Source: an optimization exercise on an open RTL-to-GDS flow (aim: small area, a short achievable clock period and few clock cycles). Production flows keep margins and buffers that such runs may drop.
At most, simulation tests tie the RTL to the original design; equivalence was not proved.

== before ==
==> flow/design.v (excerpt) <==
module huffmanTree (
    input  logic                   Clk_in,
    input  logic                   n_Rst,
    input  logic                   Start,
    input  logic [79:0]            Weights,    
    output logic                   Busy,
    output logic                   Done,
    output logic [119:0]           Tree,       
    output logic [4:0]             RootRight,
    output logic [4:0]             RootLeft
);
clock: 36.0 ns
lec_check: 0
abc_area: 1
cap_margin: 20
core_margin: 2
core_utilization: 55
cts_cluster_diameter: 100
cts_cluster_size: 26
place_density: 0.65
slew_margin: 20
standard.sh (not shown) runs the stock make flow with config.mk's settings and CLKGATE_MAP_FILE= SYNTH_SCRIPT=/design/flow/synth_recipe.tcl, a recipe that flattens the netlist after the stock synthesis.
==> flow/flow/run.sh <==
#!/bin/bash
# The standard layout, except that the port buffers are plain buf_1
# cells instead of the delay buffers buffer_ports picks by default.
set -euo pipefail
export BUFFER_PORTS_ARGS="-buffer_cell sky130_fd_sc_hd__buf_1"
bash standard.sh finish > standard_flow.log 2>&1
Edits applied to the flow inputs when going from before to after:
diff --git a/flow/design.v b/flow/design.v
--- a/flow/design.v
+++ b/flow/design.v
@@ -277,26 +277,22 @@
             3'd4:    begin pairA = wB[3]; pairB = wB[4]; end
             default: ;
         endcase
     end
     logic [11:0] half;
     logic [7:0]  lastLeafW;
+    logic [4:0]  lastLeafId;
+    logic        xIsLeaf;
     logic        xRight;
     logic [4:0]  xId;
-    assign half      = {1'b0, total[11:1]};
-    assign lastLeafW = pending[1] ? leafW0 : leafW1;
-    assign xRight    = le12(newSum, half) && (pending[2] || le12({4'd0, lastLeafW}, half));
-    always_comb
-    begin
-        if (!twoLeaves && !twoNodes && !pending[1])
-            xId = leafId1;
-        else if (twoNodes && !pending[2])
-            xId = leafId0;
-        else
-            xId = 5'd16;
-    end
+    assign half       = {1'b0, total[11:1]};
+    assign lastLeafW  = pending[1] ? leafW0 : leafW1;
+    assign lastLeafId = pending[1] ? leafId0 : leafId1;
+    assign xIsLeaf    = !pending[2] && !leafLe(lastLeafW, newSum);
+    assign xRight     = le12(newSum, half) && (pending[2] || le12({4'd0, lastLeafW}, half));
+    assign xId        = xIsLeaf ? lastLeafId : 5'd16;
     always_ff @(posedge Clk_in)
     begin
         opA <= nextA;
         opB <= nextB;
     end
     always_ff @(posedge Clk_in)
### Flow results
[compare] base=before new=after: timing-limited maximum frequency up about 0.3%; relative max-transition margin shows a reduction of 3.4 points.
Per-instance average area after synthesis of after falls short of that of before by a few percent.
On wire length, the lower figure sits with before, not after.
Per the comparison of after with before, clock-buffer cell count -about 9%, design area ~0 delta.
Testbench counts of after, summed over its fixed seeds: cycles 4,608.
Function not checked in before: the RTL went through the layout flow alone.

* * *

huffmanTree, a different RTL version from the one above (not shown whole).
Size in the first run: about 2800 cells after synthesis, about 290 flip-flops, about 0.019 mm² of cells after synthesis.
==> flow/config.mk <==
export PLATFORM = sky130hd
export DESIGN_NAME = huffmanTree
export DESIGN_NICKNAME = huffmanTree
export VERILOG_FILES = /design/flow/design.v
export SDC_FILE = /design/flow/constraint.sdc
export NUM_CORES = 4
export LEC_CHECK = 0
export ABC_AREA = 1
export CAP_MARGIN = 20
export CORE_MARGIN = 2
export CORE_UTILIZATION = 40
export SLEW_MARGIN = 20
==> flow/constraint.sdc <==
create_clock -name core_clock -period 36.0 [get_ports {Clk_in}]
set_input_delay 7.2000 -clock core_clock [delete_from_list [all_inputs] [get_ports {Clk_in}]]
set_output_delay 7.2000 -clock core_clock [all_outputs]
set_load 0.01 [all_outputs]
Scripts as last shown in full above: flow/flow/run.sh
Testbench counts at the start, summed over its fixed seeds: cycles 4,608.
Edit:
--- a/flow/design.v
+++ b/flow/design.v
@@ -53,15 +53,15 @@
     endfunction
     function automatic logic leafLe(input logic [7:0] a, input logic [11:0] b);
         leafLe = (|b[11:8]) || le8(a, b[7:0]);
     endfunction
     logic       busy;
     logic       busyOut;    
     logic       done;
-    logic [3:0] haveResult;   
+    logic [7:0] haveResult;   
     logic [2:0] mergeCnt;     
     logic       lastMerge;
     assign lastMerge = (mergeCnt == 3'd7);
     always_ff @(posedge Clk_in or negedge n_Rst)
     begin
         if (!n_Rst)
         begin
@@ -71,16 +71,16 @@
             haveResult <= '0;
         end
         else
         begin
             busy       <= busy ? !lastMerge : Start;
             busyOut    <= busy && !lastMerge;
             done       <= busy && lastMerge;
-            for (int g = 0; g < 4; g++)
-                haveResult[g] <= haveResult[g] || (busy && mergeCnt == 3'(2*g));
+            for (int e = 0; e < 8; e++)
+                haveResult[e] <= haveResult[e] || (busy && mergeCnt == 3'(e));
         end
     end
     assign Busy = busyOut;
     assign Done = done;
     logic [7:0]    wA [NH];
     logic [7:0]    wB [NH];
     logic [NH-1:0] usedA;
@@ -358,12 +358,12 @@
                 rootL <= xRight ? 5'd17 : xId;
             end
         end
     end
     always_comb
     begin
         for (int e = 0; e < 8; e++)
-            Tree[15*e +: 15] = {(haveResult[e/2] ? 5'(10 + e) : 5'd0), entry[e]};
+            Tree[15*e +: 15] = {(haveResult[e] ? 5'(10 + e) : 5'd0), entry[e]};
     end
     assign RootRight = rootR;
     assign RootLeft  = rootL;
 endmodule
Outcome: Area after synthesis hardly moves; via count is higher by about 0.66%; routed wire length is higher by about 0.45%; worst setup slack is worse by 42 ps; design area is higher by 0.95%; synthesized cell count is lower by about 0.6%; clock-buffer cell count is lower by 9; flip-flop and latch count is higher by 4; die area stays flat; global-route usage is higher by 0.22 points.
Function not checked in the second run of this note: the RTL went through the layout flow alone.

[port drivers added, routing unchanged]
No port has a modelled driver above. Below, the same layouts with a new extraction and two added sets of constraints. Step 1: set_driving_cell puts a clkbuf_16 on Clk_in and a buf_2 on each other input, an assumption about the parent block. Step 2 moves the port delays by t, midway between the first and last clock arrival at a register: inputs arrive t later, outputs are due t later. That takes back most of the time a late clock gives input paths. a / b / c = no drivers / after step 1 / after step 2; a / b = the first two.
run | shift t [ns] | slack for setup (ns) | pins driven straight from the clock port
before | 0.561 | 27.624 / 27.570 / 27.902 | 1
after | 0.569 | 27.649 / 27.596 / 27.916 | 1
the first run of note 2 | 0.614 | 27.609 / 27.555 / 27.886 | 1
the second run of note 2 | 0.613 | 27.567 / 27.511 / 27.527 | 1
After both steps setup and hold are still met in every run listed. The setup slack of the second run of note 2, which loses most, moves by -0.056 ns with the drivers and by -0.040 ns with both steps. Setup slack includes reset recovery checks.
